This design comes from an exercise in tuning for small area on the open sky130 flow, not from production work. RTL that was checked went through simulation tests only; none was proved equivalent to the original. Only the layout flow was run in runs 6 and 7; the RTL was not checked for function there. Power and IR drop assume default switching activity.

File: design/flow/config.mk
export PLATFORM = sky130hd
export DESIGN_NAME = port_ingress_buffer
export DESIGN_NICKNAME = port_ingress_buffer
export VERILOG_FILES = /design/flow/design.v
export SDC_FILE = /design/flow/constraint.sdc
export NUM_CORES = 4
export LEC_CHECK = 0
export CAP_MARGIN = 20
export CORE_MARGIN = 2
export CORE_UTILIZATION = 65
export CTS_BUF_LIST = sky130_fd_sc_hd__clkbuf_8
export CTS_CLUSTER_DIAMETER = 60
export CTS_CLUSTER_SIZE = 18
export GPL_TIMING_DRIVEN = 0
export SLEW_MARGIN = 20
export SYNTH_HIERARCHICAL = 1
export SYNTH_MINIMUM_KEEP_SIZE = 0
File: design/flow/constraint.sdc
create_clock -name core_clock -period 4.0 [get_ports {clk}]
set_input_delay 0.8000 -clock core_clock [delete_from_list [all_inputs] [get_ports {clk}]]
set_output_delay 0.8000 -clock core_clock [all_outputs]
set_load 0.01 [all_outputs]
File: design/flow/design.v
module port_ingress_buffer #(
  parameter  int DATA_WIDTH = 128,
  parameter  int PORT_NUB   = 16,
  parameter  int PORT_ID    = 3,
  parameter  int FIFO_DEPTH = 8,
  localparam int PW         = $clog2(PORT_NUB),
  localparam int CW         = $clog2(FIFO_DEPTH) + 1,
  localparam int WIDTH_PORT = 2*PW + DATA_WIDTH
) (
  input  logic                         clk,
  input  logic                         rst_n,
  input  logic                         in_valid,
  output logic                         in_ready,
  input  logic [PW-1:0]                in_rx_port,
  input  logic [DATA_WIDTH-1:0]        in_data,
  input  logic                         slot_start,
  input  logic                         grant,
  output logic [WIDTH_PORT-1:0]        port_out,
  output logic                         req_valid,
  output logic [CW-1:0]                fifo_count,
  output logic                         drop_err,
  output logic [7:0]                   stall_cnt
);
  localparam int                    PTRW  = CW - 1;
  localparam int                    EW    = PW + DATA_WIDTH;
  localparam logic [PW-1:0]         MY_ID = PW'(PORT_ID);
  logic [EW-1:0]         r_mem [FIFO_DEPTH];
  logic [PTRW-1:0]       r_wr_ptr;
  logic [PTRW-1:0]       r_rd_ptr;
  logic [FIFO_DEPTH-1:0] r_sel;        
  logic [CW-1:0]         r_count;
  logic                  r_drop_err;
  logic                  r_req_valid;
  logic [7:0]            r_stall;
  logic                  w_in_ready;
  logic                  w_push;
  logic                  w_loopback;
  logic                  w_store;
  logic                  w_pop;
  logic                  w_offer;
  logic [PTRW-1:0]       w_rd_nxt;
  logic [EW-1:0]         w_head;
  assign w_in_ready = !r_count[CW-1] && rst_n;
  assign w_push     = in_valid && w_in_ready;
  assign w_loopback = (in_rx_port == MY_ID);
  assign w_store    = w_push && !w_loopback;
  assign w_pop      = r_req_valid && grant;
  assign w_offer    = slot_start && (r_req_valid ? (grant && (r_count > CW'(1)))
                                                 : (r_count != '0));
  localparam int NWQ = 4;
  localparam int WQW = (EW + NWQ - 1) / NWQ;
  logic [EW-1:0] w_wdata;
  logic [1:0]    w_we_hi;
  logic [3:0]    w_we_lo;
  assign w_wdata = {in_rx_port, in_data};
  assign w_we_hi = {w_store && r_wr_ptr[2], w_store && !r_wr_ptr[2]};
  for (genvar j = 0; j < 4; j++) begin : g_lo
    assign w_we_lo[j] = (r_wr_ptr[1:0] == 2'(j));
  end
  for (genvar i = 0; i < FIFO_DEPTH; i++) begin : g_wr
    for (genvar q = 0; q < NWQ; q++) begin : g_q
      localparam int LO = q * WQW;
      localparam int HI = ((q + 1) * WQW < EW) ? (q + 1) * WQW - 1 : EW - 1;
      logic w_we;
      pib_and2 u_en (.a(w_we_hi[i / 4]), .b(w_we_lo[i % 4]), .y(w_we));
      always_ff @(posedge clk) begin
        if (w_we) r_mem[i][HI:LO] <= w_wdata[HI:LO];
      end
    end
  end
  always_ff @(posedge clk) begin
    if (!rst_n) begin
      r_wr_ptr    <= '0;
      r_rd_ptr    <= '0;
      r_sel       <= '0;
      r_count     <= '0;
      r_drop_err  <= 1'b0;
      r_req_valid <= 1'b0;
      r_stall     <= 8'd0;
    end else begin
      if (w_store) r_wr_ptr <= r_wr_ptr + 1'b1;
      r_rd_ptr   <= w_rd_nxt;
      r_count    <= r_count + CW'(w_store) - CW'(w_pop);
      r_drop_err <= w_push && w_loopback;
      if (!r_req_valid || grant) begin
        r_req_valid <= w_offer;
        for (int i = 0; i < FIFO_DEPTH; i++)
          r_sel[i] <= w_offer && (w_rd_nxt == PTRW'(i));
      end
      if (w_pop)
        r_stall <= 8'd0;
      else if (r_req_valid && slot_start && (r_stall != 8'hFF))
        r_stall <= r_stall + 8'd1;
    end
  end
  assign w_rd_nxt = r_rd_ptr + PTRW'(w_pop);
  logic [EW-1:0] w_g0_n, w_g1_n;
  for (genvar b = 0; b < EW; b++) begin : g_rd
    pib_aoi222 u_g0 (.a0(r_mem[0][b]), .s0(r_sel[0]), .a1(r_mem[1][b]), .s1(r_sel[1]),
                     .a2(r_mem[2][b]), .s2(r_sel[2]), .y(w_g0_n[b]));
    pib_aoi222 u_g1 (.a0(r_mem[3][b]), .s0(r_sel[3]), .a1(r_mem[4][b]), .s1(r_sel[4]),
                     .a2(r_mem[5][b]), .s2(r_sel[5]), .y(w_g1_n[b]));
    pib_rd_tail u_t (.g0_n(w_g0_n[b]), .g1_n(w_g1_n[b]), .a0(r_mem[6][b]), .s0(r_sel[6]),
                     .a1(r_mem[7][b]), .s1(r_sel[7]), .y(w_head[b]));
  end
  assign in_ready   = w_in_ready;
  assign port_out   = {w_head[EW-1:DATA_WIDTH] | (MY_ID & {PW{!r_req_valid}}),
                       MY_ID, w_head[DATA_WIDTH-1:0]};
  assign req_valid  = r_req_valid;
  assign fifo_count = r_count;
  assign drop_err   = r_drop_err;
  assign stall_cnt  = r_stall;
endmodule
module pib_aoi222 (
  input  logic a0, s0, a1, s1, a2, s2,
  output logic y
);
  assign y = ~((a0 & s0) | (a1 & s1) | (a2 & s2));
endmodule
module pib_rd_tail (
  input  logic g0_n, g1_n, a0, s0, a1, s1,
  output logic y
);
  assign y = ~(g0_n & g1_n & ~((a0 & s0) | (a1 & s1)));
endmodule
module pib_and2 (
  input  logic a, b,
  output logic y
);
  assign y = a & b;
endmodule
File: design/flow/flow/run.sh
#!/bin/bash
# Standard ORFS layout (the standard.sh, standard synthesis unchanged), with
# every input and output port buffered by a minimum-size buffer cell instead
# of the cell buffer_ports picks by default.
set -euo pipefail
export BUFFER_PORTS_ARGS="-buffer_cell sky130_fd_sc_hd__buf_1"
bash standard.sh > standard.log 2>&1
File: design/flow/standard.sh
#!/bin/bash
# synth_recipe.tcl (not shown) runs the flow's synth.tcl, then flattens the netlist and writes it again
# the make line also repeats each setting of config.mk as NAME=value (left out here)
make -C /OpenROAD-flow-scripts/flow DESIGN_CONFIG=/design/flow/config.mk WORK_HOME=/design/flow/orfs CLKGATE_MAP_FILE= SYNTH_SCRIPT=/design/flow/synth_recipe.tcl "${@:-finish}"
==> results of run 1 <==
==> final timing paths <==
| path | startpoint | end | slack (ns) | cells past startpoint |
|---|---|---|---|---|
| setup / recovery | r_sel[7] | port_out[112] | 0.59 | 6 |
| hold / removal | in_valid | r_drop_err | 0.34 | 3 |
| setup reg to reg | r_count[3] | r_mem[6][5] | 1.28 | 5 |
| hold reg to reg | r_stall[3] | r_stall[3] | 0.54 | 2 |
==> metal layers <==
| metal | vias up | GRT usage (%) | wire [um] |
|---|---|---|---|
| met3 | 145 | 6.045 | 8574 |
| met1 | 10590 | 39.18 | 33260 |
| met2 | 975 | 46.40 | 43290 |
| met5 | - | 0 | 82 |
| li1 | 9005 | - | - |
| met4 | 14 | 9.810 | 2275 |
==> Yosys stat by module (local to each module, per instance) <==
module,cells,cell area [sq um]
pib_and2,1,6.256
pib_aoi222,1,10.01
pib_rd_tail,2,12.51
port_ingress_buffer,1332,34070
==> final cells by class <==
type                    count  area [sq um]
inverters                  11         41.29
repair buffers            337          2308
fillers                  3531         15760
multi-input cells         662          5276
clock inverters            18         95.09
well taps                 773         967.2
plain buffers             137          1018
clock buffers              73          1005
flip-flops and latches   1084         32300
diodes                      9         22.52
==> tightest hold or removal path, cell delays in order <==
cell and delay, ns:
buf_1 0.10, nand2_1 0.07, nor2_1 0.03
==> power by group through the flow <==
| stage | sequential, mW | combinational (mW) | clock (mW) |
|---|---|---|---|
| final | 12.9 | 2.08 | 4.90 |
| after global routing | 12.9 | 2.23 | 5.40 |
| after CTS | 12.9 | 2.09 | 5.01 |
| after detailed placement | 13.1 | 2.08 | 0 |
| after global placement | 13.3 | 1.81 | 0 |
| after floorplan | 13.2 | 1.13 | 0 |
==> cells by family after synthesis <==
| family | Yosys count |
|---|---|
| AO/OA/AOI/OAI | 419 |
| XOR/XNOR | 7 |
| adder cells (fa/ha/maj) | 13 |
| buffers and inverters | 148 |
| flip-flops | 1084 |
| multiplexers | 2 |
| other | 2 |
| AND/OR/NAND/NOR | 217 |
==> cell usage in the layout, fill, tap and decap left out, types with 2 or more instances in the layout <==
| master | n |
|---|---|
| edfxtp_1 | 1056 |
| buf_1 | 283 |
| a222oi_1 | 264 |
| nand3_1 | 135 |
| buf_4 | 134 |
| a22oi_1 | 132 |
| clkbuf_8 | 73 |
| and2_2 | 32 |
| buf_12 | 32 |
| inv_1 | 25 |
| buf_16 | 22 |
| nor2_1 | 20 |
| dfxtp_1 | 20 |
| ha_1 | 12 |
| diode_2 | 9 |
| dfxtp_4 | 8 |
| nand2b_1 | 5 |
| a21oi_1 | 5 |
| xnor2_1 | 4 |
| nand2_1 | 4 |
| nor3_1 | 4 |
| a32o_1 | 4 |
| a22o_1 | 4 |
| conb_1 | 4 |
| and2_1 | 3 |
| a31oi_1 | 3 |
| xor2_1 | 3 |
| clkbuf_1 | 2 |
| and3_1 | 2 |
| mux2i_1 | 2 |
| nor3_2 | 2 |
| nor2b_1 | 2 |
| clkinv_1 | 2 |
==> sequential cells by signal, indices dropped and copies added, names as in the netlist <==
name	flops
r_count	4
r_drop_err	1
r_mem	1056
r_rd_ptr	3
r_req_valid	1
r_sel	8
r_stall	8
r_wr_ptr	3
==> flow_metrics.env, run 1 <==
export IMPL_final_core_util_pct=73.19
export IMPL_cp_start_kind="register"
export IMPL_synth_top_area_share_pct=82.24
export IMPL_dp_cells=3004
export IMPL_post_cts_resized=0
export IMPL_p_seq_share_pct=64.8
export IMPL_htree_levels=3
export IMPL_end_kind="output pin"
export IMPL_yosys_area_share_simple_pct=2.979
export IMPL_setup_ws_ns=0.5856
export IMPL_wl_per_cell_um=28.19
export IMPL_viasPerCell=6.678
export IMPL_coreArea_sq_um=58800
export IMPL_dieHeight_um=247.6
export IMPL_synthTopCellsByArea="edfxtp_1 82%, a222oi_1 6.9%, buf_4 2.6%"
export IMPL_finalHoldViolations=0
export IMPL_skew_ns=0.03382
export IMPL_num_vias=20730
export IMPL_p_leak_nw=13.70
export IMPL_synth_top_family_by_area="compound AO/OA/AOI/OAI gates"
export IMPL_dpl_worst_slack_ns=0.09794
export IMPL_drtPass1Iterations=14
export IMPL_yosysWarnings=9
export IMPL_place_gp_congestion=0.7311
export IMPL_clk_insertion_delay_late_ns=0.69
export IMPL_grt_setup_unrepaired="no"
export IMPL_finalCriticalPeriod_ns=3.414
export IMPL_synth_edff_count=1056
export IMPL_synth_most_common_cell="edfxtp_1"
export IMPL_drt_total_wl_mm=87.49
export IMPL_ctsHoldBuffers=0
export IMPL_clockBufferDepth=3
export IMPL_yosys_area_top_type="edfxtp_1"
export IMPL_fin_cells=3104
export IMPL_min_period_over_period_pct=85.36
export IMPL_crit_family="buffers and inverters"
export IMPL_drive_gt1_share_pct=13.31
export IMPL_io_buffers=283
export IMPL_root_buffer="clkbuf_8"
export IMPL_path_buf_inv=4
export IMPL_max_stage_delay_ns=0.65
export IMPL_ir_drop_v=0.0003773
export IMPL_syn_area_per_cell_sq_um=20.38
export IMPL_setup_viol=0
export IMPL_final_nets=2453
export IMPL_place_area_sq_um=41910
export IMPL_yosysSeqAreaShare_pct=83.69
export IMPL_post_cts_repair_setup_buffers=0
export IMPL_finalSetupTns_ns=0
export IMPL_p_comb_share_pct=10.5
export IMPL_worstPathMaxFanout=41
export IMPL_synthTopCellsByCount="1,056 x edfxtp_1, 264 x a222oi_1, 135 x nand3_1"
export IMPL_worstHoldPathType="primary input to register"
export IMPL_internal_power_mw=15.35
export IMPL_cp_cell_sequence="buf_16 -> buf_12 -> a22oi_1 -> nand3_1 -> buf_4 -> buf_1"
export IMPL_p_switching_mw=4.505
export IMPL_synth_cell_types=42
export IMPL_grt_usage_pct=28.57
export IMPL_rows=89
export IMPL_dp_hpwl_mm=50.31
export IMPL_start_util_pct=65.58
export IMPL_dieArea_sq_um=61290
export IMPL_status="complete, no violations"
export IMPL_grt_max_degree=51
export IMPL_ys_seq_elements=1084
export IMPL_tightest_slew_ns=0.8389
export IMPL_pin_count=288
export IMPL_clkTransAtPathRegs_ns=0.11
export IMPL_grt_pass1_wl_mm=127.7
export IMPL_antenna_found_initial=14
export IMPL_cts_made_buffers=70
export IMPL_fmax_mhz=292.9
export IMPL_die_w_um=247.6
export IMPL_postSynthCellCount=1892
export IMPL_critPathKind="register to output pin"
export IMPL_synth_fa_ha_area_share_pct=0.4413
export IMPL_drc=0
export IMPL_synth_area_sq_um=38560
export IMPL_ys_async_sr_fraction_pct=0
export IMPL_synthMuxAreaShare_pct=0.05192
export IMPL_cts_tree="done"
export IMPL_sw_frac_of_total_pct=22.69
export IMPL_grt_pass1_vias=20670
export IMPL_clock_sinks=1084
export IMPL_drtIter0Drc=2722
export IMPL_maxCapViolations=0
export IMPL_areaGrowthSynthToFinish_pct=11.61
export IMPL_synth_compound_area_share_pct=9.910
export IMPL_synth_ff_type="edfxtp_1"
export IMPL_slew_viol_final=0
export IMPL_hold_slack_ns=0.3429
export IMPL_worstPathRequired_ns=3.20
export IMPL_overflow=0
export IMPL_power_mw=19.85
export IMPL_critPathArrivalTime_ns=2.61
export IMPL_synth_xor_area_share_pct=0.1590
export IMPL_design_area_sq_um=43040
export IMPL_slowest_stage="dfxtp_4"
export IMPL_power_density_nw_per_um2=461.3
export IMPL_ant_nets=0
export IMPL_clkPwrFrac_pct=24.7
export IMPL_slew_limit_headroom_pct=43.87
==> run 2: changes to the inputs <==
==> design/flow/flow/run.sh (replaced) <==
#!/bin/bash
# Standard ORFS layout (the standard.sh, standard synthesis unchanged), with
# every input and output port buffered by a minimum-size buffer cell instead
# of the cell buffer_ports picks by default, and no dummy clock loads in CTS.
set -euo pipefail
export BUFFER_PORTS_ARGS="-buffer_cell sky130_fd_sc_hd__buf_1"
export CTS_ARGS="-sink_clustering_enable -repair_clock_nets -dont_use_dummy_load -buf_list sky130_fd_sc_hd__clkbuf_8 -sink_clustering_size 20 -sink_clustering_max_diameter 70"
bash standard.sh > standard.log 2>&1
--- a/design/flow/config.mk
+++ b/design/flow/config.mk
@@ -10,7 +10,6 @@
 export CORE_UTILIZATION = 65
 export CTS_BUF_LIST = sky130_fd_sc_hd__clkbuf_8
-export CTS_CLUSTER_DIAMETER = 60
-export CTS_CLUSTER_SIZE = 18
-export GPL_TIMING_DRIVEN = 0
+export CTS_CLUSTER_DIAMETER = 70
+export CTS_CLUSTER_SIZE = 20
 export SLEW_MARGIN = 20
 export SYNTH_HIERARCHICAL = 1
==> run 2 against run 1 <==
- still clean on timing, DRC and antenna
- combinational power shrank 22%
- clock power fell by 11%
- clock skew grew 0.0062 ns
- cell area decreased by 4.4%
- critical endpoint is now port_out[71]
- highest routed layer unchanged
==> flow_metrics.env, run 2 <==
export IMPL_most_common_layout_cells="1,056 x edfxtp_1, 283 x buf_1, 264 x a222oi_1"
export IMPL_ant_nets=0
export IMPL_dieHeight_um=247.6
export IMPL_critPathKind="register to output pin"
export IMPL_grt_pass1_vias=19520
export IMPL_yosysWarnings=9
export IMPL_status="complete, no violations"
export IMPL_fmax_mhz=286.4
export IMPL_synth_top_area_share_pct=82.24
export IMPL_largest_register="r_mem"
export IMPL_syn_area_per_cell_sq_um=20.38
export IMPL_final_core_util_pct=69.98
export IMPL_die_w_um=247.6
export IMPL_cts_made_buffers=60
export IMPL_drtPass1Iterations=14
export IMPL_root_buffer="clkbuf_8"
export IMPL_num_vias=20090
export IMPL_synthTopCellsByCount="1,056 x edfxtp_1, 264 x a222oi_1, 135 x nand3_1"
export IMPL_regToRegEndpoint="r_mem[7][18]"
export IMPL_dp_hpwl_mm=46.08
export IMPL_synth_area_sq_um=38560
export IMPL_power_density_nw_per_um2=460.0
export IMPL_wl_per_cell_um=28.71
export IMPL_critPathArrivalTime_ns=2.69
export IMPL_p_leak_nw=12.63
export IMPL_worstHoldPathType="primary input to register"
export IMPL_crit_family="buffers and inverters"
export IMPL_min_period_over_period_pct=87.28
export IMPL_finalCriticalPeriod_ns=3.491
export IMPL_path_buf_inv=2
export IMPL_hold_slack_ns=0.3177
export IMPL_dieArea_sq_um=61290
export IMPL_drive_gt1_share_pct=7.468
export IMPL_ir_drop_v=0.0004119
export IMPL_ys_async_sr_fraction_pct=0
export IMPL_start_util_pct=65.58
export IMPL_grt_usage_pct=27.28
export IMPL_hp_start="in_valid"
export IMPL_clk_insertion_delay_late_ns=0.73
export IMPL_worstPathMaxFanout=40
export IMPL_slew_limit_headroom_pct=39.02
export IMPL_areaGrowthSynthToFinish_pct=6.710
export IMPL_hold_depth=3
export IMPL_worstPathRequired_ns=3.20
export IMPL_grt_setup_unrepaired="no"
export IMPL_finalSetupTns_ns=0
export IMPL_yosys_area_top_type="edfxtp_1"
export IMPL_rows=89
export IMPL_largestRegisters="r_mem x1056, r_sel x8, r_stall x8"
export IMPL_maxCapViolations=0
export IMPL_drc=0
export IMPL_r2r_start="r_count[3]"
export IMPL_synthTopCellsByArea="edfxtp_1 82%, a222oi_1 6.9%, buf_4 2.6%"
export IMPL_coreArea_sq_um=58800
export IMPL_fillerInstances=3730
export IMPL_synth_edff_count=1056
export IMPL_clock_sinks=1084
export IMPL_largest_reg_flops=1056
export IMPL_final_nets=2308
export IMPL_antenna_found_initial=10
export IMPL_clkTransAtPathRegs_ns=0.12
export IMPL_synth_ff_type="edfxtp_1"
export IMPL_max_stage_delay_ns=0.70
export IMPL_grt_pass1_wl_mm=122.8
export IMPL_grt_max_degree=68
export IMPL_cp_cell_sequence="buf_4 -> a222oi_1 -> nand3_1 -> buf_1"
export IMPL_clockBufferDepth=3
export IMPL_slew_viol_final=0
export IMPL_fin_cells=2935
export IMPL_hold_end="r_drop_err"
export IMPL_ys_seq_elements=1084
export IMPL_io_buffers=283
export IMPL_htree_levels=2
export IMPL_end_kind="output pin"
export IMPL_tightest_slew_ns=0.9146
export IMPL_ff2ff_path_depth=6
export IMPL_cp_start_kind="register"
export IMPL_postSynthCellCount=1892
export IMPL_place_gp_congestion=0.7572
export IMPL_ctsHoldBuffers=0
export IMPL_yosysSeqAreaShare_pct=83.69
export IMPL_post_cts_resized=0
export IMPL_finalHoldViolations=0
export IMPL_synth_cell_types=42
export IMPL_overflow=0
export IMPL_drtIter0Drc=2764
export IMPL_dp_cells=2869
export IMPL_final_common_cell="edfxtp_1"
export IMPL_setup_viol=0
export IMPL_cts_tree="done"
export IMPL_skew_ns=0.03998
export IMPL_pin_count=288
export IMPL_drt_total_wl_mm=84.26
export IMPL_slowest_stage="dfxtp_4"
export IMPL_post_cts_repair_setup_buffers=0
export IMPL_viasPerCell=6.846
export IMPL_synth_most_common_cell="edfxtp_1"
export IMPL_ff2ff_setup_slack_ns=1.82
[run 2: cell counts after synthesis]
No cell type changed its count.
[run 2: Yosys stat by module (local to each module, per instance)]
module | flops+latches | cell area (sq um) | copies in the design
pib_and2 | 0 | 6.256 | 32
pib_rd_tail | 0 | 12.51 | 132
pib_aoi222 | 0 | 10.01 | 264
port_ingress_buffer | 1084 | 34070 | 1
[run 2: power breakdown]
part	total, mW	switching, mW	internal, mW
clock	4.38	3.03	1.35
combinational	1.63	1.09	0.534
sequential	12.9	0.170	12.8
total	18.9	4.29	14.6
[run 2: worst register-to-register path: stages (launching register included)]
cell and delay (ns):
dfxtp_1 0.36, nor2_1 0.18, nand3_1 0.16, nor2_1 0.13, buf_4 0.22, and2_2 0.57
buf_12 0.25
[run 2: layer usage]
metal,global-route usage (%),wire length [um]
met5,0,68
met3,5.450,8153
met4,7.432,1852
met1,38.85,32580
met2,43.98,41600
[run 2: cells by family after synthesis]
logic type,after synthesis,synth area share (%)
DFF,1084,83.69
AOI/OAI and AO/OA,419,9.910
and+or+nand+nor,217,2.979
buffers and inverters,148,2.748
adders and majority gates,13,0.4413
xor gates and xnor gates,7,0.1590
other,2,0.01948
muxes,2,0.05192
[run 2: final cells by class]
cell class / count / area (sq um) / share of cell area (%)
repair buffers: 339 / 1720 / 4.181
clock buffers: 60 / 825.8 / 2.007
well taps: 773 / 967.2 / 2.351
diodes: 6 / 15.01 / 0.03649
inverters: 11 / 41.29 / 0.1003
multi-input cells: 662 / 5276 / 12.82
flip-flops and latches: 1084 / 32300 / 78.50
[run 2: stage by stage]
| step | power, mW | worst slack [ns] | cell area (sq um) |
|---|---|---|---|
| final | 18.93 | 0.5088 | 41150 |
| after global routing | 19.55 | 0.4003 | 41140 |
| after CTS | 19.03 | 0.4799 | 41130 |
| after detailed placement | 14.82 | 0.8938 | 40310 |
| after global placement | 14.77 | 0.9691 | 40310 |
| after floorplan | 14.30 | 0.1958 | 38570 |
[run 2: worst max-delay path by stage]
stage / start / endpoint / slack (ns) / depth (start not counted)
finish: r_sel[2] / port_out[71] / 0.51 / 4
global route: r_sel[5] / port_out[60] / 0.40 / 4
CTS: r_sel[2] / port_out[71] / 0.48 / 4
detailed placement: rst_n / r_mem[7][0] / 0.89 / 8
global placement: rst_n / r_mem[7][89] / 0.97 / 8
floorplan: r_sel[7] / port_out[132] / 0.20 / 3
==> run 3: changes to the inputs <==
==> design/flow/flow/run.sh (replaced) <==
#!/bin/bash
# Standard ORFS layout (the standard.sh, standard synthesis unchanged), with
# every input and output port buffered by a minimum-size buffer cell instead
# of the cell buffer_ports picks by default, and no dummy clock loads in CTS.
set -euo pipefail
export BUFFER_PORTS_ARGS="-buffer_cell sky130_fd_sc_hd__buf_1"
export CTS_ARGS="-sink_clustering_enable -repair_clock_nets -dont_use_dummy_load -buf_list sky130_fd_sc_hd__clkbuf_8 -sink_clustering_size 19 -sink_clustering_max_diameter 65"
bash standard.sh > standard.log 2>&1
--- a/design/flow/config.mk
+++ b/design/flow/config.mk
@@ -8,8 +8,8 @@
 export CAP_MARGIN = 20
 export CORE_MARGIN = 2
-export CORE_UTILIZATION = 65
+export CORE_UTILIZATION = 80
 export CTS_BUF_LIST = sky130_fd_sc_hd__clkbuf_8
-export CTS_CLUSTER_DIAMETER = 70
-export CTS_CLUSTER_SIZE = 20
+export CTS_CLUSTER_DIAMETER = 65
+export CTS_CLUSTER_SIZE = 19
 export SLEW_MARGIN = 20
 export SYNTH_HIERARCHICAL = 1
==> run 3 against run 2 <==
- still clean
- synthesized cell count stayed put
- first-iteration DRC count is 42% higher
- global-route usage is 6.5 points higher
- sequential share of layout area hardly changed
- synthesized area unchanged
- register-to-register slack worse by 0.17 ns
- largest power group unchanged
- highest routed layer unchanged
==> flow_metrics.env, run 3 <==
export IMPL_cts_made_buffers=67
export IMPL_wl_per_cell_um=30.07
export IMPL_synth_area_sq_um=38560
export IMPL_critPathArrivalTime_ns=2.62
export IMPL_tightest_slew_ns=0.9213
export IMPL_antenna_found_initial=8
export IMPL_synth_top_family_by_area="compound AO/OA/AOI/OAI gates"
export IMPL_yosys_area_share_simple_pct=2.979
export IMPL_drc=0
export IMPL_synth_cell_types=42
export IMPL_dieHeight_um=223.5
export IMPL_worstPathRequired_ns=3.20
export IMPL_grt_pass1_wl_mm=123.7
export IMPL_fmax_mhz=292.5
export IMPL_yosysWarnings=9
export IMPL_hold_slack_ns=0.4380
export IMPL_grt_setup_unrepaired="no"
export IMPL_min_period_over_period_pct=85.47
export IMPL_synthTopCellsByCount="1,056 x edfxtp_1, 264 x a222oi_1, 135 x nand3_1"
export IMPL_place_gp_congestion=0.8362
export IMPL_slew_viol_final=0
export IMPL_power_mw=19.12
export IMPL_final_common_cell="edfxtp_1"
export IMPL_max_stage_delay_ns=0.91
export IMPL_design_area_sq_um=41140
export IMPL_p_comb_share_pct=8.6
export IMPL_grt_max_degree=67
export IMPL_clkPwrFrac_pct=23.7
export IMPL_die_w_um=223.5
export IMPL_internal_power_mw=14.81
export IMPL_clockBufferDepth=3
export IMPL_synth_top_area_share_pct=82.24
export IMPL_largest_register="r_mem"
export IMPL_largestRegisters="r_mem x1056, r_sel x8, r_stall x8"
export IMPL_ctsHoldBuffers=0
export IMPL_fillerInstances=1984
export IMPL_pin_count=288
export IMPL_yosysSeqAreaShare_pct=83.69
export IMPL_post_cts_repair_setup_buffers=0
export IMPL_yosys_area_top_type="edfxtp_1"
export IMPL_crit_family="flip-flops"
export IMPL_finalSetupTns_ns=0
export IMPL_end_kind="output pin"
export IMPL_path_buf_inv=2
export IMPL_cp_cell_sequence="buf_4 -> a222oi_1 -> nand3_1 -> buf_1"
export IMPL_grt_usage_pct=33.73
export IMPL_synth_edff_count=1056
export IMPL_p_leak_nw=12.76
export IMPL_postSynthCellCount=1892
export IMPL_cp_start_kind="register"
export IMPL_slowest_stage="dfxtp_4"
export IMPL_coreArea_sq_um=47650
export IMPL_dp_cells=2729
export IMPL_sw_frac_of_total_pct=22.58
export IMPL_rows=80
export IMPL_power_density_nw_per_um2=464.9
export IMPL_place_area_sq_um=40210
export IMPL_critPathKind="register to output pin"
export IMPL_finalHoldViolations=0
export IMPL_ys_seq_elements=1084
export IMPL_ant_nets=0
export IMPL_fin_cells=2801
export IMPL_syn_area_per_cell_sq_um=20.38
export IMPL_status="complete, no violations"
export IMPL_areaGrowthSynthToFinish_pct=6.694
export IMPL_skew_ns=0.07000
export IMPL_most_common_layout_cells="1,056 x edfxtp_1, 283 x buf_1, 264 x a222oi_1"
export IMPL_ys_async_sr_fraction_pct=0
export IMPL_overflow=0
export IMPL_synth_compound_area_share_pct=9.910
export IMPL_worstPathMaxFanout=57
export IMPL_grt_pass1_vias=20390
export IMPL_p_seq_share_pct=67.6
export IMPL_clk_insertion_delay_late_ns=0.69
export IMPL_drive_gt1_share_pct=8.528
export IMPL_htree_levels=3
export IMPL_num_vias=20940
export IMPL_start_util_pct=80.93
export IMPL_clock_sinks=1084
export IMPL_dp_hpwl_mm=49.60
export IMPL_cts_tree="done"
export IMPL_dieArea_sq_um=49970
export IMPL_viasPerCell=7.475
export IMPL_drtPass1Iterations=13
export IMPL_p_switching_mw=4.318
export IMPL_root_buffer="clkbuf_8"
export IMPL_drt_total_wl_mm=84.23
export IMPL_post_cts_resized=0
export IMPL_synthTopCellsByArea="edfxtp_1 82%, a222oi_1 6.9%, buf_4 2.6%"
export IMPL_synth_ff_type="edfxtp_1"
export IMPL_final_nets=2333
export IMPL_worstHoldPathType="primary input to register"
export IMPL_synth_most_common_cell="edfxtp_1"
export IMPL_synthMuxAreaShare_pct=0.05192
export IMPL_clkTransAtPathRegs_ns=0.10
export IMPL_largest_reg_flops=1056
export IMPL_maxCapViolations=0
export IMPL_synth_fa_ha_area_share_pct=0.4413
export IMPL_slew_limit_headroom_pct=38.58
export IMPL_setup_viol=0
export IMPL_ir_drop_v=0.0005094
export IMPL_drtIter0Drc=3933
export IMPL_synth_xor_area_share_pct=0.1590
export IMPL_io_buffers=283
export IMPL_finalCriticalPeriod_ns=3.419
[run 3: final cells by class]
cell class	instances	area (sq um)	share of cell area, %
Multi-Input combinational cell	662	5276	12.83
Inverter	11	41.29	0.1004
Tap cell	615	769.5	1.870
Timing Repair Buffer	357	1818	4.419
Antenna cell	5	12.51	0.03041
Clock buffer	67	922.1	2.241
Sequential cell	1084	32300	78.51
[run 3: per-stage QoR]
stage / setup slack (ns) / utilization, %
2_1_floorplan: 0.1958 / -
3_3_place_gp: 0.8859 / 84.39
3_5_place_dp: 0.8079 / 84.39
4_1_cts: 0.5304 / 86.32
5_1_grt: 0.4763 / 86.33
6_report: 0.5812 / 86.35
[run 3: worst paths after layout]
check,endpoint,from,cells past startpoint,slack (ns)
worst min register to register,r_wr_ptr[1],r_wr_ptr[1],2,0.58
worst max-delay path,port_out[60],r_sel[1],4,0.58
worst min-delay path,r_count[0],rst_n,2,0.44
worst max register to register,r_mem[6][91],r_count[3],6,1.65
[run 3: metal layers]
layer	GRT usage [%]	routed length [um]	up-vias	share of wire (%)
li1	-	-	8737	-
met4	11.05	2106	4	2.5
met3	8.067	10480	155	12
met5	0	26	-	0.031
met1	47.00	29830	10460	35
met2	54.42	41780	1578	50
[run 3: logic make-up after synthesis]
kind of cell | count (synthesis)
flops | 1084
compound gates | 419
simple gates | 217
buf+inv | 148
fa+ha+maj | 13
xor+xnor | 7
other cells | 2
mux | 2
[run 3: modules after synthesis, one instance, submodules excluded]
module,cells inside,flops+latches,copies in the design
port_ingress_buffer,1332,1084,1
pib_rd_tail,2,0,132
pib_and2,1,0,32
pib_aoi222,1,0,264
[run 3: power groups by stage]
stage	registers (mW)	clock network (mW)	logic (mW)
final	12.9	4.54	1.65
after global placement	13.2	0	1.57
after global routing	13.0	4.87	1.75
after floorplan	13.2	0	1.13
after detailed placement	13.2	0	1.63
after CTS	12.9	4.56	1.64
[run 3: worst reg2reg max path, stage by stage, from the launching register on]
cell     delay [ns]
dfxtp_1        0.34
nor2_1         0.18
nand3_1        0.17
nor2_1         0.13
buf_4          0.22
and2_2         0.64
buf_4          0.30
==> run 4: changes to the inputs <==
--- a/design/flow/config.mk
+++ b/design/flow/config.mk
@@ -8,8 +8,9 @@
 export CAP_MARGIN = 20
 export CORE_MARGIN = 2
-export CORE_UTILIZATION = 80
+export CORE_UTILIZATION = 65
 export CTS_BUF_LIST = sky130_fd_sc_hd__clkbuf_8
 export CTS_CLUSTER_DIAMETER = 65
 export CTS_CLUSTER_SIZE = 19
+export PLACE_DENSITY = 0.85
 export SLEW_MARGIN = 20
 export SYNTH_HIERARCHICAL = 1
==> run 4 against run 3 <==
- still clean on timing, DRC and antenna
- clock skew shrank 0.018 ns
- wire length grew 0.21%
- cell count grew 5.3%
- sequential share of layout area shrank 0.28 points
- hold slack lost 0.0012 ns
- fmax shrank 4.1%
- power is essentially flat
- synthesized cell count is the same
- critical path depth grew 1
- non-clock buffer count shrank 10
- combinational power is essentially flat
- critical endpoint is now port_out[132]
- highest routed layer unchanged
==> flow_metrics.env, run 4 <==
export IMPL_status="complete, no violations"
export IMPL_path_buf_inv=2
export IMPL_yosysWarnings=9
export IMPL_clkTransAtPathRegs_ns=0.11
export IMPL_p_leak_nw=12.72
export IMPL_crit_family="flip-flops"
export IMPL_design_area_sq_um=41290
export IMPL_most_common_layout_cells="1,056 x edfxtp_1, 283 x buf_1, 264 x a222oi_1"
export IMPL_largestRegisters="r_mem x1056, r_sel x8, r_stall x8"
export IMPL_cp_cell_sequence="buf_4 -> a222oi_1 -> nand3_1 -> nand2b_1 -> buf_1"
export IMPL_synthTopCellsByArea="edfxtp_1 82%, a222oi_1 6.9%, buf_4 2.6%"
export IMPL_hp_start="in_valid"
export IMPL_areaGrowthSynthToFinish_pct=7.077
export IMPL_clockBufferDepth=3
export IMPL_ctsHoldBuffers=0
export IMPL_cp_start_kind="register"
export IMPL_dieArea_sq_um=61290
export IMPL_max_stage_delay_ns=0.94
export IMPL_grt_max_degree=70
export IMPL_ys_async_sr_fraction_pct=0
export IMPL_worstPathMaxFanout=58
export IMPL_io_buffers=283
export IMPL_cts_made_buffers=67
export IMPL_ff2ff_path_depth=6
export IMPL_tightest_slew_ns=1.001
export IMPL_final_nets=2323
export IMPL_synth_area_sq_um=38560
export IMPL_root_buffer="clkbuf_8"
export IMPL_r2r_start="r_count[3]"
export IMPL_finalHoldViolations=0
export IMPL_slowest_stage="dfxtp_4"
export IMPL_regToRegEndpoint="r_mem[5][74]"
export IMPL_drc=0
export IMPL_p_seq_share_pct=67.7
export IMPL_ys_seq_elements=1084
export IMPL_drtIter0Drc=3129
export IMPL_p_switching_mw=4.320
export IMPL_synth_top_area_share_pct=82.24
export IMPL_num_vias=20730
export IMPL_antenna_found_initial=6
export IMPL_synth_cell_types=42
export IMPL_viasPerCell=7.030
export IMPL_finalCriticalPeriod_ns=3.566
export IMPL_drtPass1Iterations=11
export IMPL_skew_ns=0.05230
export IMPL_clk_insertion_delay_late_ns=0.69
export IMPL_synth_edff_count=1056
export IMPL_dp_cells=2877
export IMPL_rows=89
export IMPL_hold_slack_ns=0.4368
export IMPL_grt_setup_unrepaired="no"
export IMPL_critPathArrivalTime_ns=2.77
export IMPL_p_comb_share_pct=8.5
export IMPL_setup_viol=0
export IMPL_syn_area_per_cell_sq_um=20.38
export IMPL_worstPathRequired_ns=3.20
export IMPL_fin_cells=2949
export IMPL_final_common_cell="edfxtp_1"
export IMPL_dieHeight_um=247.6
export IMPL_synth_ff_type="edfxtp_1"
export IMPL_pin_count=288
export IMPL_die_w_um=247.6
export IMPL_post_cts_repair_setup_buffers=0
export IMPL_grt_pass1_wl_mm=124.4
export IMPL_slew_limit_headroom_pct=33.24
export IMPL_coreArea_sq_um=58800
export IMPL_hold_depth=3
export IMPL_internal_power_mw=14.81
export IMPL_final_core_util_pct=70.22
export IMPL_dp_hpwl_mm=49.32
export IMPL_start_util_pct=65.58
export IMPL_ir_drop_v=0.0003274
export IMPL_sw_frac_of_total_pct=22.59
export IMPL_post_cts_resized=0
export IMPL_largest_reg_flops=1056
export IMPL_grt_usage_pct=27.44
export IMPL_clkPwrFrac_pct=23.9
export IMPL_power_density_nw_per_um2=463.2
export IMPL_hold_end="r_drop_err"
export IMPL_htree_levels=3
export IMPL_slew_viol_final=0
export IMPL_overflow=0
export IMPL_fmax_mhz=280.4
export IMPL_end_kind="output pin"
export IMPL_place_area_sq_um=40350
export IMPL_worstHoldPathType="primary input to register"
export IMPL_synth_most_common_cell="edfxtp_1"
export IMPL_place_gp_congestion=0.8165
export IMPL_ant_nets=0
export IMPL_ff2ff_setup_slack_ns=1.24
export IMPL_drt_total_wl_mm=84.41
export IMPL_drive_gt1_share_pct=8.107
export IMPL_largest_register="r_mem"
export IMPL_postSynthCellCount=1892
export IMPL_finalSetupTns_ns=0
export IMPL_yosysSeqAreaShare_pct=83.69
export IMPL_clock_sinks=1084
export IMPL_synthTopCellsByCount="1,056 x edfxtp_1, 264 x a222oi_1, 135 x nand3_1"
export IMPL_wl_per_cell_um=28.62
export IMPL_min_period_over_period_pct=89.14
export IMPL_critPathKind="register to output pin"
export IMPL_maxCapViolations=0
export IMPL_cts_tree="done"
export IMPL_yosys_area_top_type="edfxtp_1"
export IMPL_grt_pass1_vias=20850
run 4: changes by cell type in the layout (fill, tap and decap cells not counted):
cell and change:
buf_4 -12, buf_12 +2
run 4: power groups by stage:
stage               registers, mW  logic [mW]  clock network [mW]
global placement             13.2        1.56                   0
floorplan                    13.2        1.13                   0
detailed placement           13.2        1.62                   0
global route                 13.0        1.74                5.00
CTS                          12.9        1.62                4.62
finish                       12.9        1.62                4.56
run 4: modules after synthesis (local to each module, per instance):
module | copies in the design | cells
pib_and2 | 32 | 1
port_ingress_buffer | 1 | 1332
pib_aoi222 | 264 | 1
pib_rd_tail | 132 | 2
run 4: layout make-up:
class	count	area, sq um
Antenna cell	5	12.51
Sequential cell	1084	32300
Multi-Input combinational cell	662	5276
Timing Repair Buffer	347	1768
Tap cell	773	967.2
Fill cell	3509	17510
Inverter	11	41.29
Clock buffer	67	922.1
run 4: worst min-delay path, delay by kind of cell:
family	cells	cell delay (ns)
AND/OR/NAND/NOR	2	0.15
buffers and inverters	1	0.15
run 4: through the flow:
step	worst slack (ns)	power [mW]
3_5_place_dp	0.3893	14.81
4_1_cts	0.4552	19.18
2_1_floorplan	0.1958	14.30
5_1_grt	0.3705	19.70
3_3_place_gp	0.5295	14.73
6_report	0.4342	19.13
run 4: worst max-delay path by stage:
stage,start,to,slack (ns),depth (start not counted)
2_1_floorplan,r_sel[7],port_out[132],0.20,3
3_3_place_gp,rst_n,r_mem[5][72],0.53,8
3_5_place_dp,rst_n,r_mem[5][90],0.39,8
4_1_cts,r_sel[5],port_out[132],0.46,5
5_1_grt,r_sel[5],port_out[133],0.37,5
6_report,r_sel[5],port_out[132],0.43,5
run 4: per-layer routing:
metal	GRT usage, %	vias to the layer above	part of all wire [%]
li1	-	8709	-
met5	0	-	0.052
met4	9.669	6	2.6
met3	4.790	164	11
met1	37.83	10480	37
met2	45.05	1376	50
run 4: logic make-up (layout without fill, tap and decap cells):
logic type,count (synthesis),count (layout),synth area share [%]
other,2,9,0.01948
adders and majority gates,13,13,0.4413
AOI/OAI and AO/OA,419,419,9.910
and+or+nand+nor,217,217,2.979
buffers and inverters,148,425,2.748
xor gates and xnor gates,7,7,0.1590
muxes,2,2,0.05192
DFF,1084,1084,83.69
==> run 5: changes to the inputs <==
--- a/design/flow/config.mk
+++ b/design/flow/config.mk
@@ -6,5 +6,5 @@
 export NUM_CORES = 4
 export LEC_CHECK = 0
-export CAP_MARGIN = 20
+export CAP_MARGIN = 0
 export CORE_MARGIN = 2
 export CORE_UTILIZATION = 65
@@ -12,6 +12,5 @@
 export CTS_CLUSTER_DIAMETER = 65
 export CTS_CLUSTER_SIZE = 19
-export PLACE_DENSITY = 0.85
-export SLEW_MARGIN = 20
+export SLEW_MARGIN = 0
 export SYNTH_HIERARCHICAL = 1
 export SYNTH_MINIMUM_KEEP_SIZE = 0
==> run 5 against run 4 <==
- still clean
- highest routed layer unchanged
- cell area hardly changed
- cell count decreased by 0.17%
- clock-buffer cell count unchanged
- synthesized cell count unchanged
- register-to-register slack better by 0.57 ns
- clock skew fell by 0.0052 ns
- die area stayed put
==> flow_metrics.env, run 5 <==
export IMPL_status="complete, no violations"
export IMPL_clkPwrFrac_pct=24.0
export IMPL_clkTransAtPathRegs_ns=0.11
export IMPL_finalCriticalPeriod_ns=3.418
export IMPL_yosysSeqAreaShare_pct=83.69
export IMPL_postSynthCellCount=1892
export IMPL_wl_per_cell_um=28.60
export IMPL_power_mw=19.14
export IMPL_dieHeight_um=247.6
export IMPL_post_cts_resized=0
export IMPL_ir_drop_v=0.0003478
export IMPL_post_cts_repair_setup_buffers=0
export IMPL_coreArea_sq_um=58800
export IMPL_htree_levels=3
export IMPL_areaGrowthSynthToFinish_pct=6.973
export IMPL_synth_cell_types=42
export IMPL_largest_reg_flops=1056
export IMPL_grt_max_degree=68
export IMPL_overflow=0
export IMPL_worstPathMaxFanout=40
export IMPL_largestRegisters="r_mem x1056, r_sel x8, r_stall x8"
export IMPL_drc=0
export IMPL_critPathArrivalTime_ns=2.62
export IMPL_internal_power_mw=14.81
export IMPL_dp_hpwl_mm=46.08
export IMPL_critPathKind="register to output pin"
export IMPL_p_comb_share_pct=8.5
export IMPL_dpl_worst_slack_ns=0.8938
export IMPL_synth_most_common_cell="edfxtp_1"
export IMPL_tightest_slew_ns=0.9110
export IMPL_grt_pass1_wl_mm=123.1
export IMPL_ff2ff_setup_slack_ns=1.81
export IMPL_num_vias=20050
export IMPL_synthTopCellsByArea="edfxtp_1 82%, a222oi_1 6.9%, buf_4 2.6%"
export IMPL_worstHoldPathType="primary input to register"
export IMPL_p_seq_share_pct=67.5
export IMPL_p_switching_mw=4.336
export IMPL_drive_gt1_share_pct=7.767
export IMPL_clock_sinks=1084
export IMPL_worstPathRequired_ns=3.20
export IMPL_largest_register="r_mem"
export IMPL_drt_total_wl_mm=84.21
export IMPL_root_buffer="clkbuf_8"
export IMPL_yosysWarnings=9
export IMPL_grt_usage_pct=27.44
export IMPL_ctsHoldBuffers=0
export IMPL_finalHoldViolations=0
export IMPL_clockBufferDepth=3
export IMPL_clk_insertion_delay_late_ns=0.67
export IMPL_place_gp_congestion=0.7572
export IMPL_final_nets=2315
export IMPL_synthTopCellsByCount="1,056 x edfxtp_1, 264 x a222oi_1, 135 x nand3_1"
export IMPL_cts_made_buffers=67
export IMPL_drtPass1Iterations=11
export IMPL_fillerInstances=3699
export IMPL_fmax_mhz=292.5
export IMPL_ys_seq_elements=1084
export IMPL_synth_area_sq_um=38560
export IMPL_synth_edff_count=1056
export IMPL_slew_viol_final=0
export IMPL_yosys_area_top_type="edfxtp_1"
export IMPL_rows=89
export IMPL_ant_nets=0
export IMPL_skew_ns=0.04709
export IMPL_cts_tree="done"
export IMPL_cp_start_kind="register"
export IMPL_p_leak_nw=12.68
export IMPL_maxCapViolations=0
export IMPL_hold_slack_ns=0.3682
export IMPL_setup_viol=0
export IMPL_die_w_um=247.6
export IMPL_final_common_cell="edfxtp_1"
export IMPL_io_buffers=283
export IMPL_setup_ws_ns=0.5818
export IMPL_antenna_found_initial=11
export IMPL_drtIter0Drc=2839
export IMPL_sw_frac_of_total_pct=22.65
export IMPL_pin_count=288
export IMPL_grt_setup_unrepaired="no"
export IMPL_syn_area_per_cell_sq_um=20.38
export IMPL_start_util_pct=65.58
export IMPL_min_period_over_period_pct=85.46
export IMPL_synth_ff_type="edfxtp_1"
export IMPL_finalSetupTns_ns=0
export IMPL_most_common_layout_cells="1,056 x edfxtp_1, 283 x buf_1, 264 x a222oi_1"
export IMPL_viasPerCell=6.810
export IMPL_end_kind="output pin"
export IMPL_place_area_sq_um=40310
export IMPL_dieArea_sq_um=61290
export IMPL_design_area_sq_um=41250
export IMPL_synth_top_area_share_pct=82.24
export IMPL_ys_async_sr_fraction_pct=0
export IMPL_grt_pass1_vias=19660
export IMPL_power_density_nw_per_um2=464.1
export IMPL_slew_limit_headroom_pct=39.27
-- run 5: cell counts after synthesis --
Identical to the previous run, type by type.
-- run 5: kinds of logic (layout without fill, tap and decap cells) --
| kind of cell | after synthesis | count (layout) | share of synthesized area (%) |
|---|---|---|---|
| AOI/OAI and AO/OA | 419 | 419 | 9.910 |
| xor gates and xnor gates | 7 | 7 | 0.1590 |
| adders and majority gates | 13 | 13 | 0.4413 |
| buffers and inverters | 148 | 417 | 2.748 |
| DFF | 1084 | 1084 | 83.69 |
| muxes | 2 | 2 | 0.05192 |
| other | 2 | 12 | 0.01948 |
| and+or+nand+nor | 217 | 217 | 2.979 |
-- run 5: path summary, 6_finish.rpt --
| check | from | end | cells after the start |
|---|---|---|---|
| worst max-delay path | r_sel[2] | port_out[71] | 4 |
| worst min-delay path | in_valid | r_drop_err | 3 |
| worst max register to register | r_count[3] | r_mem[7][81] | 6 |
| worst min register to register | r_stall[3] | r_stall[3] | 2 |
-- run 5: modules after synthesis (local to each module, per instance) --
module | cell area, sq um | cells inside | flops+latches
pib_and2 | 6.256 | 1 | 0
pib_rd_tail | 12.51 | 2 | 0
pib_aoi222 | 10.01 | 1 | 0
port_ingress_buffer | 34070 | 1332 | 1084
-- run 5: layout make-up --
| type | instances | area, sq um | area share, % |
|---|---|---|---|
| timing repair buffer | 339 | 1720 | 4.171 |
| multi-input combinational | 662 | 5276 | 12.79 |
| clock buffer | 67 | 922.1 | 2.236 |
| antenna | 8 | 20.02 | 0.04853 |
| inverter | 11 | 41.29 | 0.1001 |
| sequential | 1084 | 32300 | 78.31 |
| tap | 773 | 967.2 | 2.345 |
-- run 5: through the flow --
step,cells,util (%)
after floorplan,1894,-
after global placement,2869,68.55
after detailed placement,2869,68.55
after CTS,2936,70.12
after global routing,2942,70.15
final,2944,70.15
-- run 5: critical path, cell delays in order (launching register included) --
cell and delay (ns):
dfxtp_4 0.69, buf_4 0.62, a222oi_1 0.19, nand3_1 0.12
buf_1 0.27
-- run 5: routing by layer --
layer	global-route usage, %	vias to the layer above	share of wire (%)
met1	38.86	10240	39
met2	44.07	979	49
met5	0	-	0.064
met3	5.450	123	9.7
met4	8.401	8	2.3
li1	-	8699	-
-- run 5: power by group through the flow --
stage / clock (mW) / combinational, mW / sequential, mW
after floorplan: 0 / 1.13 / 13.2
after global placement: 0 / 1.61 / 13.2
after detailed placement: 0 / 1.64 / 13.2
after CTS: 4.70 / 1.64 / 12.9
after global routing: 5.07 / 1.76 / 12.9
final: 4.60 / 1.62 / 12.9
==> run 6: changes to the inputs <==
--- a/design/flow/design.v
+++ b/design/flow/design.v
@@ -48,5 +48,5 @@
   assign w_offer    = slot_start && (r_req_valid ? (grant && (r_count > CW'(1)))
                                                  : (r_count != '0));
-  localparam int NWQ = 4;
+  localparam int NWQ = 8;
   localparam int WQW = (EW + NWQ - 1) / NWQ;
   logic [EW-1:0] w_wdata;
--- a/design/flow/config.mk
+++ b/design/flow/config.mk
@@ -6,5 +6,5 @@
 export NUM_CORES = 4
 export LEC_CHECK = 0
-export CAP_MARGIN = 0
+export CAP_MARGIN = 20
 export CORE_MARGIN = 2
 export CORE_UTILIZATION = 65
@@ -12,5 +12,5 @@
 export CTS_CLUSTER_DIAMETER = 65
 export CTS_CLUSTER_SIZE = 19
-export SLEW_MARGIN = 0
+export SLEW_MARGIN = 20
 export SYNTH_HIERARCHICAL = 1
 export SYNTH_MINIMUM_KEEP_SIZE = 0
==> run 6 against run 5 <==
- still clean on timing, DRC and antenna
- register-to-register slack got worse by 0.31 ns
- fmax decreased by 2.8%
- synthesized area increased by 0.52%
- sequential cell count unchanged
- clock power about the same
- clock-buffer cell count unchanged
- critical path type unchanged
- critical endpoint is now port_out[63]
- highest routed layer unchanged
==> flow_metrics.env, run 6 <==
export IMPL_dieHeight_um=248.2
export IMPL_largest_reg_flops=1056
export IMPL_io_buffers=283
export IMPL_areaGrowthSynthToFinish_pct=6.531
export IMPL_clkTransAtPathRegs_ns=0.11
export IMPL_path_buf_inv=2
export IMPL_status="complete, no violations"
export IMPL_post_cts_repair_setup_buffers=0
export IMPL_worstPathRequired_ns=3.20
export IMPL_dp_hpwl_mm=50.92
export IMPL_largest_register="r_mem"
export IMPL_num_vias=20300
export IMPL_skew_ns=0.02420
export IMPL_worstHoldPathType="primary input to register"
export IMPL_max_stage_delay_ns=1.06
export IMPL_grt_pass1_wl_mm=123.2
export IMPL_grt_pass1_vias=20010
export IMPL_cp_cell_sequence="buf_4 -> a222oi_1 -> nand3_1 -> buf_1"
export IMPL_setup_viol=0
export IMPL_yosysSeqAreaShare_pct=83.26
export IMPL_dp_cells=2907
export IMPL_cts_tree="done"
export IMPL_finalSetupTns_ns=0
export IMPL_grt_max_degree=84
export IMPL_coreArea_sq_um=59020
export IMPL_wl_per_cell_um=28.38
export IMPL_final_nets=2353
export IMPL_place_gp_congestion=0.8219
export IMPL_ys_async_sr_fraction_pct=0
export IMPL_slew_viol_final=0
export IMPL_yosysWarnings=9
export IMPL_dieArea_sq_um=61600
export IMPL_drt_total_wl_mm=84.52
export IMPL_postSynthCellCount=1924
export IMPL_ys_seq_elements=1084
export IMPL_slew_limit_headroom_pct=27.50
export IMPL_hold_slack_ns=0.3744
export IMPL_final_common_cell="edfxtp_1"
export IMPL_fmax_mhz=284.2
export IMPL_setup_ws_ns=0.4817
export IMPL_min_period_over_period_pct=87.96
export IMPL_slowest_stage="dfxtp_4"
export IMPL_yosys_area_top_type="edfxtp_1"
export IMPL_most_common_layout_cells="1,056 x edfxtp_1, 283 x buf_1, 264 x a222oi_1"
export IMPL_synth_top_area_share_pct=81.81
export IMPL_drtIter0Drc=2756
export IMPL_power_density_nw_per_um2=465.7
export IMPL_fin_cells=2978
export IMPL_dpl_worst_slack_ns=0.6892
export IMPL_antenna_found_initial=11
export IMPL_ir_drop_v=0.0003427
export IMPL_worstPathMaxFanout=73
export IMPL_crit_family="flip-flops"
export IMPL_clock_sinks=1084
export IMPL_start_util_pct=65.67
export IMPL_drtPass1Iterations=13
export IMPL_critPathKind="register to output pin"
export IMPL_drc=0
export IMPL_largestRegisters="r_mem x1056, r_sel x8, r_stall x8"
export IMPL_ctsHoldBuffers=0
export IMPL_htree_levels=3
export IMPL_critPathArrivalTime_ns=2.72
export IMPL_synth_cell_types=42
export IMPL_synth_area_sq_um=38760
export IMPL_rows=89
export IMPL_p_leak_nw=12.74
export IMPL_synth_ff_type="edfxtp_1"
export IMPL_drive_gt1_share_pct=6.633
export IMPL_finalCriticalPeriod_ns=3.518
export IMPL_synth_edff_count=1056
export IMPL_grt_usage_pct=27.33
export IMPL_post_cts_resized=0
export IMPL_overflow=0
export IMPL_synthTopCellsByArea="edfxtp_1 82%, a222oi_1 6.8%, buf_4 2.6%"
export IMPL_syn_area_per_cell_sq_um=20.15
export IMPL_clockBufferDepth=3
export IMPL_synthTopCellsByCount="1,056 x edfxtp_1, 264 x a222oi_1, 135 x nand3_1"
export IMPL_finalHoldViolations=0
export IMPL_grt_setup_unrepaired="no"
export IMPL_die_w_um=248.2
export IMPL_pin_count=288
export IMPL_clk_insertion_delay_late_ns=0.66
export IMPL_root_buffer="clkbuf_8"
export IMPL_maxCapViolations=0
export IMPL_viasPerCell=6.816
export IMPL_synth_most_common_cell="edfxtp_1"
export IMPL_cp_start_kind="register"
export IMPL_cts_made_buffers=67
export IMPL_ant_nets=0
export IMPL_end_kind="output pin"
export IMPL_tightest_slew_ns=1.088
run 6: cell types whose count changed after synthesis, sizes merged:
cell  change
and2     +32
run 6: Yosys stat by module, one instance, submodules excluded:
module | copies in the design | cell area (sq um) | cells inside | flip-flops and latches
port_ingress_buffer | 1 | 34070 | 1332 | 1084
pib_rd_tail | 132 | 12.51 | 2 | 0
pib_aoi222 | 264 | 10.01 | 1 | 0
pib_and2 | 64 | 6.256 | 1 | 0
run 6: stage by stage:
| stage | cell area, sq um | total power [mW] | util (%) |
|---|---|---|---|
| final | 41290 | 19.23 | 69.96 |
| after global routing | 41290 | 19.92 | 69.96 |
| after CTS | 41280 | 19.35 | 69.94 |
| after detailed placement | 40360 | 14.88 | 68.38 |
| after global placement | 40350 | 14.83 | 68.37 |
| after floorplan | 38770 | 14.31 | - |
run 6: where the power goes:
part           switching (mW)  internal (mW)  leakage [nW]
Clock                    3.10           1.52         0.482
Sequential              0.194           12.8          9.76
Combinational            1.13          0.526          2.49
Total                    4.43           14.8          12.7
run 6: final cells by class:
cell class                 count  area (sq um)
tap                          773         967.2
clock buffer                  67         922.1
inverter                      11         41.29
antenna                        4         10.01
multi-input combinational    694          5446
sequential                  1084         32300
timing repair buffer         345          1603
fill                        3728         17730
run 6: kinds of logic after synthesis:
group           after synthesis  synth area share, %
fa+ha+maj                    13               0.4390
other cells                   2              0.01938
compound gates              419                9.859
flops                      1084                83.26
simple gates                249                3.480
mux                           2              0.05165
xor+xnor                      7               0.1582
buf+inv                     148                2.734
run 6: worst register-to-register path, stage by stage (launching register included):
cell and delay, ns:
dfxtp_1 0.36, inv_1 0.09, ha_1 0.87, and2_1 0.80
run 6: per-layer routing:
| metal | wire length (um) | GRT usage, % | vias to the layer above |
|---|---|---|---|
| met5 | 67 | 0 | - |
| met4 | 1740 | 8.071 | 10 |
| met1 | 32860 | 38.36 | 10420 |
| li1 | - | - | 8799 |
| met2 | 42410 | 44.71 | 973 |
| met3 | 7438 | 4.988 | 102 |
run 6: path summary, 6_finish.rpt:
kind | start | to | slack (ns) | cells past startpoint
hold / removal | in_valid | r_drop_err | 0.37 | 3
setup / recovery | r_sel[3] | port_out[63] | 0.48 | 4
hold reg to reg | r_wr_ptr[1] | r_wr_ptr[1] | 0.57 | 2
setup reg to reg | r_wr_ptr[1] | r_mem[1][87] | 1.50 | 3
==> run 7: changes to the inputs <==
--- a/design/flow/design.v
+++ b/design/flow/design.v
@@ -48,5 +48,5 @@
   assign w_offer    = slot_start && (r_req_valid ? (grant && (r_count > CW'(1)))
                                                  : (r_count != '0));
-  localparam int NWQ = 8;
+  localparam int NWQ = 2;
   localparam int WQW = (EW + NWQ - 1) / NWQ;
   logic [EW-1:0] w_wdata;
==> run 7 against run 6 <==
- sequential share of layout area is essentially flat
- non-clock buffer count is the same
- via count shrank 1.9%
==> flow_metrics.env, run 7 <==
export IMPL_min_period_over_period_pct=85.13
export IMPL_worstHoldPathType="primary input to register"
export IMPL_drt_total_wl_mm=84.51
export IMPL_end_kind="output pin"
export IMPL_yosysSeqAreaShare_pct=83.91
export IMPL_most_common_layout_cells="1,056 x edfxtp_1, 283 x buf_1, 264 x a222oi_1"
export IMPL_io_buffers=283
export IMPL_slew_viol_final=0
export IMPL_ctsHoldBuffers=0
export IMPL_largest_register="r_mem"
export IMPL_worst_path_stages=4
export IMPL_pin_count=288
export IMPL_synth_cell_types=42
export IMPL_finalHoldViolations=0
export IMPL_final_common_cell="edfxtp_1"
export IMPL_slew_limit_headroom_pct=47.02
export IMPL_p_leak_nw=12.68
export IMPL_grt_setup_unrepaired="no"
export IMPL_dieHeight_um=247.2
export IMPL_start_util_pct=65.41
export IMPL_clockBufferDepth=3
export IMPL_root_buffer="clkbuf_8"
export IMPL_synthTopCellsByArea="edfxtp_1 82%, a222oi_1 6.9%, buf_4 2.6%"
export IMPL_largestRegisters="r_mem x1056, r_sel x8, r_stall x8"
export IMPL_ant_nets=0
export IMPL_overflow=0
export IMPL_post_cts_repair_setup_buffers=0
export IMPL_ys_async_sr_fraction_pct=0
export IMPL_cts_tree="done"
export IMPL_hold_depth=3
export IMPL_m1WireLength_mm=32.06
export IMPL_drtIter0Drc=2983
export IMPL_power_density_nw_per_um2=463.1
export IMPL_wl_per_cell_um=28.84
export IMPL_yosysWarnings=9
export IMPL_synth_most_common_cell="edfxtp_1"
export IMPL_hp_start="in_valid"
export IMPL_synth_top_area_share_pct=82.45
export IMPL_slowest_stage="dfxtp_4"
export IMPL_die_w_um=247.2
export IMPL_dp_hpwl_mm=48.96
export IMPL_synth_area_sq_um=38460
export IMPL_startpoint="r_sel[3]"
export IMPL_fin_cells=2930
export IMPL_grt_usage_pct=27.66
export IMPL_finalSetupTns_ns=0
export IMPL_rows=89
export IMPL_num_vias=19910
export IMPL_max_stage_delay_ns=0.88
export IMPL_worstPathRequired_ns=3.20
export IMPL_synthTopCellsByCount="1,056 x edfxtp_1, 264 x a222oi_1, 135 x nand3_1"
export IMPL_yosys_area_top_type="edfxtp_1"
export IMPL_setup_ws_ns=0.5948
export IMPL_ff2ff_path_depth=5
export IMPL_dieArea_sq_um=61130
export IMPL_post_cts_resized=0
export IMPL_areaGrowthSynthToFinish_pct=7.310
export IMPL_dpl_worst_slack_ns=0.5866
export IMPL_setup_viol=0
export IMPL_coreArea_sq_um=58800
export IMPL_ir_drop_v=0.0004043
export IMPL_dp_cells=2859
export IMPL_antenna_found_initial=10
export IMPL_final_nets=2305
export IMPL_drc=0
export IMPL_finalCriticalPeriod_ns=3.405
export IMPL_cts_made_buffers=67
export IMPL_clkTransAtPathRegs_ns=0.09
export IMPL_critPathArrivalTime_ns=2.61
export IMPL_crit_family="flip-flops"
export IMPL_viasPerCell=6.794
export IMPL_path_buf_inv=2
export IMPL_synth_edff_count=1056
export IMPL_cp_cell_sequence="buf_4 -> a222oi_1 -> nand3_1 -> buf_1"
export IMPL_synth_ff_type="edfxtp_1"
export IMPL_postSynthCellCount=1876
export IMPL_dr_wl_met3_mm=7.826
export IMPL_skew_ns=0.05579
export IMPL_grt_pass1_vias=19860
export IMPL_critPathKind="register to output pin"
export IMPL_ys_seq_elements=1084
export IMPL_grt_max_degree=99
export IMPL_fmax_mhz=293.7
export IMPL_htree_levels=3
export IMPL_worstPathMaxFanout=52
export IMPL_drive_gt1_share_pct=7.339
export IMPL_place_gp_congestion=0.7991
export IMPL_wl_met2_mm=42.62
export IMPL_top_layer_used="met5"
export IMPL_clk_insertion_delay_late_ns=0.68
export IMPL_tightest_slew_ns=0.7948
export IMPL_syn_area_per_cell_sq_um=20.50
export IMPL_clock_sinks=1084
export IMPL_largest_reg_flops=1056
export IMPL_cp_start_kind="register"
export IMPL_maxCapViolations=0
export IMPL_drtPass1Iterations=14
export IMPL_grt_pass1_wl_mm=124.3
export IMPL_status="complete, no violations"
export IMPL_r2r_start="r_count[3]"
## run 7: per-stage QoR
step	cell area [sq um]	total power, mW	hold slack (ns)	util, %
after global routing	41270	19.74	0.3812	70.19
after global placement	40340	14.77	0.5003	68.61
final	41270	19.11	0.4255	70.19
after detailed placement	40340	14.80	0.5269	68.61
after CTS	41260	19.22	0.3607	70.18
after floorplan	38470	14.30	0.5056	-
## run 7: routing by layer
layer | track usage [%] | up-vias
met5 | 0 | -
met4 | 7.327 | 12
met3 | 6.197 | 146
li1 | - | 8650
met1 | 37.37 | 10110
met2 | 46.20 | 985
## run 7: path summary, 6_finish.rpt
path	endpoint	slack, ns
worst min register to register	r_stall[3]	0.55
worst max-delay path	port_out[108]	0.59
worst min-delay path	r_drop_err	0.43
worst max register to register	r_mem[5][14]	1.53
## run 7: logic make-up after synthesis
logic type / synth area share, %
and+or+nand+nor: 2.726
xor gates and xnor gates: 0.1594
DFF: 83.91
buffers and inverters: 2.756
muxes: 0.05205
adders and majority gates: 0.4424
other: 0.01953
AOI/OAI and AO/OA: 9.936
## run 7: modules after synthesis (local to each module, per instance)
| module | times used | flops+latches |
|---|---|---|
| pib_and2 | 16 | 0 |
| port_ingress_buffer | 1 | 1084 |
| pib_aoi222 | 264 | 0 |
| pib_rd_tail | 132 | 0 |
## run 7: tightest hold or removal path: stages
cell     delay (ns)
buf_1          0.11
nand2_1        0.07
nor2_1         0.04
## run 7: layout make-up
class                           count  area, sq um
Clock buffer                       67        922.1
Antenna cell                        4        10.01
Fill cell                        3648        17530
Sequential cell                  1084        32300
Multi-Input combinational cell    646         5176
Tap cell                          773        967.2
Timing Repair Buffer              345         1853
Inverter                           11        41.29
## run 7: report_power, final
part	internal (mW)	leakage (nW)	switching (mW)	total, mW
clock network	1.52	0.482	3.07	4.59
logic	0.527	2.44	1.14	1.67
registers	12.8	9.76	0.108	12.9
total	14.8	12.7	4.31	19.1
==> run 8: changes to the inputs <==
--- a/design/flow/design.v
+++ b/design/flow/design.v
@@ -48,5 +48,5 @@
   assign w_offer    = slot_start && (r_req_valid ? (grant && (r_count > CW'(1)))
                                                  : (r_count != '0));
-  localparam int NWQ = 2;
+  localparam int NWQ = 4;
   localparam int WQW = (EW + NWQ - 1) / NWQ;
   logic [EW-1:0] w_wdata;
==> run 8 against run 7 <==
- still clean
- utilization is essentially flat
- global-route usage shrank 0.22 points
- clock power is essentially flat
- synthesized cell count is 0.85% higher
- non-clock buffer count fell by 6
- wire length is 0.36% lower
- cell area is essentially flat
- first-iteration DRC count is 4.8% lower
- fmax fell by 0.38%
- power up 0.15%
- clock-buffer cell count unchanged
- highest routed layer unchanged
==> flow_metrics.env, run 8 <==
export IMPL_status="complete, no violations"
export IMPL_root_buffer="clkbuf_8"
export IMPL_dieArea_sq_um=61290
export IMPL_grt_setup_unrepaired="no"
export IMPL_clockBufferDepth=3
export IMPL_synth_top_area_share_pct=82.24
export IMPL_synth_most_common_cell="edfxtp_1"
export IMPL_largestRegisters="r_mem x1056, r_sel x8, r_stall x8"
export IMPL_slew_limit_headroom_pct=39.27
export IMPL_ir_drop_v=0.0003478
export IMPL_final_common_cell="edfxtp_1"
export IMPL_synth_area_sq_um=38560
export IMPL_cts_tree="done"
export IMPL_drive_gt1_share_pct=7.767
export IMPL_place_gp_congestion=0.7572
export IMPL_maxCapViolations=0
export IMPL_worstPathRequired_ns=3.20
export IMPL_num_vias=20050
export IMPL_grt_usage_pct=27.44
export IMPL_yosysSeqAreaShare_pct=83.69
export IMPL_areaGrowthSynthToFinish_pct=6.973
export IMPL_place_area_sq_um=40310
export IMPL_slew_viol_final=0
export IMPL_clk_insertion_delay_late_ns=0.67
export IMPL_drtIter0Drc=2839
export IMPL_post_cts_repair_setup_buffers=0
export IMPL_yosys_area_top_type="edfxtp_1"
export IMPL_synthTopCellsByCount="1,056 x edfxtp_1, 264 x a222oi_1, 135 x nand3_1"
export IMPL_largest_reg_flops=1056
export IMPL_yosysWarnings=9
export IMPL_dp_hpwl_mm=46.08
export IMPL_postSynthCellCount=1892
export IMPL_wl_per_cell_um=28.60
export IMPL_fmax_mhz=292.5
export IMPL_clock_sinks=1084
export IMPL_tightest_slew_ns=0.9110
export IMPL_htree_levels=3
export IMPL_critPathArrivalTime_ns=2.62
export IMPL_grt_max_degree=68
export IMPL_regArea_sq_um=32300
export IMPL_setup_viol=0
export IMPL_finalSetupTns_ns=0
export IMPL_cts_made_buffers=67
export IMPL_dieHeight_um=247.6
export IMPL_drc=0
export IMPL_start_util_pct=65.58
export IMPL_drtPass1Iterations=11
export IMPL_coreArea_sq_um=58800
export IMPL_ys_async_sr_fraction_pct=0
==> run 8: per-layer routing <==
layer / up-vias / share of wire [%] / track usage (%)
li1: 8699 / - / -
met1: 10240 / 39 / 38.86
met2: 979 / 49 / 44.07
met3: 123 / 9.7 / 5.450
met4: 8 / 2.3 / 8.401
met5: - / 0.064 / 0
==> run 8: cell families (layout without fill, tap and decap cells) <==
logic type | Yosys count | in the layout | synth area share (%)
compound gates | 419 | 419 | 9.910
xor+xnor | 7 | 7 | 0.1590
fa+ha+maj | 13 | 13 | 0.4413
buf+inv | 148 | 417 | 2.748
flops | 1084 | 1084 | 83.69
mux | 2 | 2 | 0.05192
other cells | 2 | 12 | 0.01948
simple gates | 217 | 217 | 2.979
==> run 8: worst paths after layout <==
path | cells past startpoint | slack [ns] | startpoint | to
worst max-delay path | 4 | 0.58 | r_sel[2] | port_out[71]
worst min register to register | 2 | 0.55 | r_stall[3] | r_stall[3]
worst min-delay path | 3 | 0.37 | in_valid | r_drop_err
worst max register to register | 6 | 1.81 | r_count[3] | r_mem[7][81]
==> run 8: per-module statistics from Yosys (local to each module, per instance) <==
module,flip-flops and latches,cell area [sq um]
pib_and2,0,6.256
pib_aoi222,0,10.01
pib_rd_tail,0,12.51
port_ingress_buffer,1084,34070
==> run 8: power breakdown <==
part / internal [mW] / switching (mW) / leakage (nW) / total (mW)
combinational: 0.534 / 1.09 / 2.43 / 1.62
sequential: 12.8 / 0.168 / 9.76 / 12.9
clock: 1.52 / 3.08 / 0.482 / 4.60
==> run 8: layout make-up <==
cell class / count / area share, %
timing repair buffer: 339 / 4.171
inverter: 11 / 0.1001
clock buffer: 67 / 2.236
sequential: 1084 / 78.31
tap: 773 / 2.345
multi-input combinational: 662 / 12.79
antenna: 8 / 0.04853
==> run 8: stage by stage <==
| step | hold WS (ns) | setup WS (ns) | power, mW | std cells | util (%) |
|---|---|---|---|---|---|
| after floorplan | 0.5056 | 0.1958 | 14.30 | 1894 | - |
| after global placement | 0.5075 | 0.9691 | 14.77 | 2869 | 68.55 |
| after detailed placement | 0.5358 | 0.8938 | 14.82 | 2869 | 68.55 |
| after CTS | 0.3101 | 0.5228 | 19.26 | 2936 | 70.12 |
| after global routing | 0.3378 | 0.4638 | 19.78 | 2942 | 70.15 |
| final | 0.3682 | 0.5818 | 19.14 | 2944 | 70.15 |
==> run 8: worst max-delay path: stages, from the launching register on <==
cell	delay, ns
dfxtp_4	0.69
buf_4	0.62
a222oi_1	0.19
nand3_1	0.12
buf_1	0.27

Setup slack of run 8, layout unchanged: 0.582 ns with ideal ports, 0.519 ns with driving cells assumed (clock clkbuf_16, inputs buf_2), 0.872 ns with port delays also shifted by the 0.718 ns mid clock arrival.
